This is an optimization exercise on Yosys and OpenROAD, whose aim is small area, not a production implementation.
Where RTL was checked, it was by simulation tests only, not by an equivalence proof against the original.
Power figures rest on the tool's default switching activity, not on a simulated workload.

==> flow/design.v <==
module perf_snapshot_unit #(
  parameter int CNT_W = 32
) (
  input  logic             clk,
  input  logic             rst_n,
  input  logic             snap_req,
  input  logic             delta_mode,
  input  logic [CNT_W-1:0] hits,
  input  logic [CNT_W-1:0] misses,
  input  logic [CNT_W-1:0] evictions,
  input  logic [CNT_W-1:0] dirty_evictions,
  input  logic [CNT_W-1:0] predictor_hits,
  input  logic [CNT_W-1:0] predictor_misses,
  input  logic [CNT_W-1:0] stale_events,
  output logic             out_valid,
  input  logic             out_ready,
  output logic [CNT_W-1:0] out_data,
  output logic             out_last,
  output logic [2:0]       out_index,
  output logic             busy,
  output logic [7:0]       drop_count
);
  logic [6:0][CNT_W-1:0] cur, cap, old;
  logic valid_q, first_n, zold, delta_q, accept, xfer, sub_en;
  logic [2:0] idx;
  logic [15:0] seq;
  logic [CNT_W-1:0] a_word, b_word;
  assign cur = {stale_events, predictor_misses, predictor_hits, dirty_evictions,
                evictions, misses, hits};
  assign xfer = valid_q && out_ready;
  assign accept = snap_req && (!valid_q || (idx == 3'd7 && out_ready));
  always_ff @(posedge clk or negedge rst_n) begin
    if (!rst_n) begin
      valid_q <= 1'b0;
      first_n <= 1'b0;
      drop_count <= '0;
    end else begin
      if (accept) begin
        valid_q <= 1'b1;
        first_n <= 1'b1;
      end else begin
        if (xfer && idx == 3'd7) valid_q <= 1'b0;
        if (snap_req && drop_count != 8'hFF) drop_count <= drop_count + 8'd1;
      end
    end
  end
  always_ff @(posedge clk) begin
    if (accept) begin
      cap <= cur;
      old <= cap;
      zold <= !first_n;
      delta_q <= delta_mode;
      seq <= first_n ? seq + 16'd1 : 16'd0;
      idx <= 3'd0;
    end else if (xfer) begin
      idx <= idx + 3'd1;
    end
  end
  assign sub_en = delta_q && !zold;
  logic [7:0] sel;
  always_comb begin
    for (int k = 0; k < 8; k++) sel[k] = idx == 3'(k);
    a_word = {8'hA5, 4'd7, 3'b000, delta_q, seq} & {CNT_W{sel[0]}};
    b_word = '0;
    for (int k = 0; k < 7; k++) begin
      a_word = a_word | (cap[k] & {CNT_W{sel[k+1]}});
      b_word = b_word | (old[k] & {CNT_W{sel[k+1] & sub_en}});
    end
  end
  assign out_valid = valid_q;
  assign busy = valid_q;
  assign out_index = idx;
  assign out_last = valid_q && idx == 3'd7;
  assign out_data = a_word - b_word;
endmodule
==> flow/config.mk <==
export PLATFORM = sky130hd
export DESIGN_NAME = perf_snapshot_unit
export DESIGN_NICKNAME = perf_snapshot_unit
export VERILOG_FILES = /design/flow/design.v
export SDC_FILE = /design/flow/constraint.sdc
export NUM_CORES = 4
export LEC_CHECK = 0
export CAP_MARGIN = 0
export CORE_MARGIN = 2
export CORE_UTILIZATION = 65
export SLEW_MARGIN = 0
==> flow/constraint.sdc <==
create_clock -name core_clock -period 6.0 [get_ports {clk}]
set_input_delay 1.2000 -clock core_clock [delete_from_list [all_inputs] [get_ports {clk}]]
set_output_delay 1.2000 -clock core_clock [all_outputs]
set_load 0.01 [all_outputs]
standard.sh (not shown) runs the stock make flow with config.mk's settings and CLKGATE_MAP_FILE= SYNTH_SCRIPT=/design/flow/synth_recipe.tcl, a recipe that flattens the netlist after the stock synthesis.
==> flow/flow/run.sh <==
#!/bin/bash
# Standard layout with smallest port buffers and a lighter clock tree
# (no dummy loads, clkbuf_8 leaf clusters).
export BUFFER_PORTS_ARGS="-buffer_cell sky130_fd_sc_hd__buf_1"
export CTS_ARGS="-sink_clustering_enable -repair_clock_nets -dont_use_dummy_load -buf_list {sky130_fd_sc_hd__clkbuf_8} -sink_clustering_size 16 -sink_clustering_max_diameter 50"
bash standard.sh > standard.log 2>&1
The baseline completed with no timing, DRC or antenna violations.
Change:
--- a/flow/design.v
+++ b/flow/design.v
@@ -21,14 +21,14 @@
   output logic [7:0]       drop_count
 );
   logic [6:0][CNT_W-1:0] cur, cap, old;
-  logic valid_q, first_n, zold, delta_q, accept, xfer, sub_en;
-  logic [2:0] idx;
+  logic valid_q, first_n, sub_en, delta_q, accept, xfer;
+  logic [7:0] oh;   
   logic [15:0] seq;
   logic [CNT_W-1:0] a_word, b_word;
   assign cur = {stale_events, predictor_misses, predictor_hits, dirty_evictions,
                 evictions, misses, hits};
   assign xfer = valid_q && out_ready;
-  assign accept = snap_req && (!valid_q || (idx == 3'd7 && out_ready));
+  assign accept = snap_req && (!valid_q || (oh[7] && out_ready));
   always_ff @(posedge clk or negedge rst_n) begin
     if (!rst_n) begin
       valid_q <= 1'b0;
@@ -39,7 +39,7 @@
         valid_q <= 1'b1;
         first_n <= 1'b1;
       end else begin
-        if (xfer && idx == 3'd7) valid_q <= 1'b0;
+        if (xfer && oh[7]) valid_q <= 1'b0;
         if (snap_req && drop_count != 8'hFF) drop_count <= drop_count + 8'd1;
       end
     end
@@ -48,18 +48,17 @@
     if (accept) begin
       cap <= cur;
       old <= cap;
-      zold <= !first_n;
+      sub_en <= delta_mode && first_n;
       delta_q <= delta_mode;
       seq <= first_n ? seq + 16'd1 : 16'd0;
-      idx <= 3'd0;
+      oh <= 8'd1;
     end else if (xfer) begin
-      idx <= idx + 3'd1;
+      oh <= {oh[6:0], oh[7]};
     end
   end
-  assign sub_en = delta_q && !zold;
   logic [7:0] sel;
   always_comb begin
-    for (int k = 0; k < 8; k++) sel[k] = idx == 3'(k);
+    sel = oh;
     a_word = {8'hA5, 4'd7, 3'b000, delta_q, seq} & {CNT_W{sel[0]}};
     b_word = '0;
     for (int k = 0; k < 7; k++) begin
@@ -69,7 +68,8 @@
   end
   assign out_valid = valid_q;
   assign busy = valid_q;
-  assign out_index = idx;
-  assign out_last = valid_q && idx == 3'd7;
+  assign out_index = {oh[4] | oh[5] | oh[6] | oh[7], oh[2] | oh[3] | oh[6] | oh[7],
+                     oh[1] | oh[3] | oh[5] | oh[7]};
+  assign out_last = valid_q && oh[7];
   assign out_data = a_word - b_word;
 endmodule
After rerunning: Setup slack is worse by 0.060 ns; die area climbs by 0.76%; total power climbs by about 11%; design area drops by about 0.6%; synthesized area climbs by 0.78%; first-iteration DRC count drops by about 20%; clock skew climbs by 0.022 ns.
No functional check of the RTL was part of the second run of this note.

========
Another version of the RTL of perf_snapshot_unit (not shown whole).
Size: about 1,200 cells after synthesis, ~480 flip-flops, about 19,000 um^2 of cells after synthesis.
==> module perf_snapshot_unit, before the edit <==
module perf_snapshot_unit #(
  parameter int CNT_W = 32
) (
  input  logic             clk,
  input  logic             rst_n,
  input  logic             snap_req,
  input  logic             delta_mode,
  input  logic [CNT_W-1:0] hits,
  input  logic [CNT_W-1:0] misses,
  input  logic [CNT_W-1:0] evictions,
  input  logic [CNT_W-1:0] dirty_evictions,
  input  logic [CNT_W-1:0] predictor_hits,
  input  logic [CNT_W-1:0] predictor_misses,
  input  logic [CNT_W-1:0] stale_events,
  output logic             out_valid,
  input  logic             out_ready,
  output logic [CNT_W-1:0] out_data,
  output logic             out_last,
  output logic [2:0]       out_index,
  output logic             busy,
  output logic [7:0]       drop_count
);
  logic [6:0][CNT_W-1:0] cur, cap, old;
  logic valid_q, first_n, zold, delta_q, accept, xfer, sub_en;
  logic [7:0] oh;   
  logic [15:0] seq;
  logic [CNT_W-1:0] a_word, b_word;
  assign cur = {stale_events, predictor_misses, predictor_hits, dirty_evictions,
                evictions, misses, hits};
  assign xfer = valid_q && out_ready;
  assign accept = snap_req && (!valid_q || (oh[7] && out_ready));
  always_ff @(posedge clk or negedge rst_n) begin
    if (!rst_n) begin
      valid_q <= 1'b0;
      first_n <= 1'b0;
      drop_count <= '0;
    end else begin
      if (accept) begin
        valid_q <= 1'b1;
        first_n <= 1'b1;
      end else begin
        if (xfer && oh[7]) valid_q <= 1'b0;
        if (snap_req && drop_count != 8'hFF) drop_count <= drop_count + 8'd1;
      end
    end
  end
  always_ff @(posedge clk) begin
    if (accept) begin
      cap <= cur;
      old <= cap;
      zold <= !first_n;
      delta_q <= delta_mode;
      seq <= first_n ? seq + 16'd1 : 16'd0;
      oh <= 8'd1;
    end else if (xfer) begin
      oh <= {oh[6:0], oh[7]};
    end
  end
  assign sub_en = delta_q && !zold;
  logic [7:0] sel;
  always_comb begin
    sel = oh;
    a_word = {8'hA5, 4'd7, 3'b000, delta_q, seq} & {CNT_W{sel[0]}};
    b_word = '0;
    for (int k = 0; k < 7; k++) begin
      a_word = a_word | (cap[k] & {CNT_W{sel[k+1]}});
      b_word = b_word | (old[k] & {CNT_W{sel[k+1] & sub_en}});
    end
  end
  assign out_valid = valid_q;
  assign busy = valid_q;
  assign out_index = {oh[4] | oh[5] | oh[6] | oh[7], oh[2] | oh[3] | oh[6] | oh[7],
                     oh[1] | oh[3] | oh[5] | oh[7]};
  assign out_last = valid_q && oh[7];
  assign out_data = a_word - b_word;
endmodule
export LEC_CHECK = 0
export CAP_MARGIN = 0
export CORE_MARGIN = 2
export CORE_UTILIZATION = 65
export SLEW_MARGIN = 0
create_clock -name core_clock -period 6.0 [get_ports {clk}]
Scripts as last shown in full above: flow/flow/run.sh
Change:
--- a/flow/design.v
+++ b/flow/design.v
@@ -21,15 +21,16 @@
   output logic [7:0]       drop_count
 );
   logic [6:0][CNT_W-1:0] cur, cap, old;
   logic valid_q, first_n, zold, delta_q, accept, xfer, sub_en;
-  logic [7:0] oh;   
+  logic [2:0] idx;
+  logic [7:0] oh;
   logic [15:0] seq;
   logic [CNT_W-1:0] a_word, b_word;
   assign cur = {stale_events, predictor_misses, predictor_hits, dirty_evictions,
                 evictions, misses, hits};
   assign xfer = valid_q && out_ready;
-  assign accept = snap_req && (!valid_q || (oh[7] && out_ready));
+  assign accept = snap_req && (!valid_q || (idx == 3'd7 && out_ready));
   always_ff @(posedge clk or negedge rst_n) begin
     if (!rst_n) begin
       valid_q <= 1'b0;
       first_n <= 1'b0;
@@ -38,9 +39,9 @@
       if (accept) begin
         valid_q <= 1'b1;
         first_n <= 1'b1;
       end else begin
-        if (xfer && oh[7]) valid_q <= 1'b0;
+        if (xfer && idx == 3'd7) valid_q <= 1'b0;
         if (snap_req && drop_count != 8'hFF) drop_count <= drop_count + 8'd1;
       end
     end
   end
@@ -50,10 +51,12 @@
       old <= cap;
       zold <= !first_n;
       delta_q <= delta_mode;
       seq <= first_n ? seq + 16'd1 : 16'd0;
+      idx <= 3'd0;
       oh <= 8'd1;
     end else if (xfer) begin
+      idx <= idx + 3'd1;
       oh <= {oh[6:0], oh[7]};
     end
   end
   assign sub_en = delta_q && !zold;
@@ -68,9 +71,8 @@
     end
   end
   assign out_valid = valid_q;
   assign busy = valid_q;
-  assign out_index = {oh[4] | oh[5] | oh[6] | oh[7], oh[2] | oh[3] | oh[6] | oh[7],
-                     oh[1] | oh[3] | oh[5] | oh[7]};
-  assign out_last = valid_q && oh[7];
+  assign out_index = idx;
+  assign out_last = valid_q && idx == 3'd7;
   assign out_data = a_word - b_word;
 endmodule
Routed wire length drops by 1.7%. Count of clock-buffer cells in the layout drops by 2. Clock skew drops by 18 ps. Area after synthesis drops by 0.47%. Final area drops by 0.83%. Setup slack gains 39 ps. Final cell count drops by 2.3%. Hold slack hardly moves. Global-route usage drops by 0.25 points. Sequential power drops by 6.8%. Via count drops by 2.7%. Core utilization climbs by 0.76 points. Critical path depth climbs by 2. Clock power stays flat.
Only the layout flow was run in the first run of this note; the RTL was not checked for function there.

## port drivers added, routing unchanged
How much do the figures lean on ideal ports? The routed layouts below were timed once more, with nothing changed but the port constraints. Step 1, drivers: a clkbuf_16 drives clk and a buf_2 each remaining input, both assumed. Step 2 times the ports against the registers' clock, not the clock port: input delays grow and output delays shrink by t, the midpoint of the rising clock arrivals with the driver on. Three values: no drivers, after step 1, after step 2; two values: the first two.
| run | t (ns) | setup WS [ns] | worst setup path at the end | worst register clock-pin slew, ns |
|---|---|---|---|---|
| the first run of note 1 | 0.601 | 0.176 / 0.126 / 0.727 | register to output | 0.10 / 0.10 |
| the second run of note 1 | 0.613 | 0.116 / 0.066 / 0.679 | register to output | 0.09 / 0.09 |
| the first run of note 2 | 0.599 | 0.219 / 0.170 / 0.769 | register to output | 0.10 / 0.10 |
| the second run of note 2 | 0.599 | 0.258 / 0.211 / 0.810 | register to output | 0.10 / 0.10 |
After both steps every run listed still meets setup and hold.
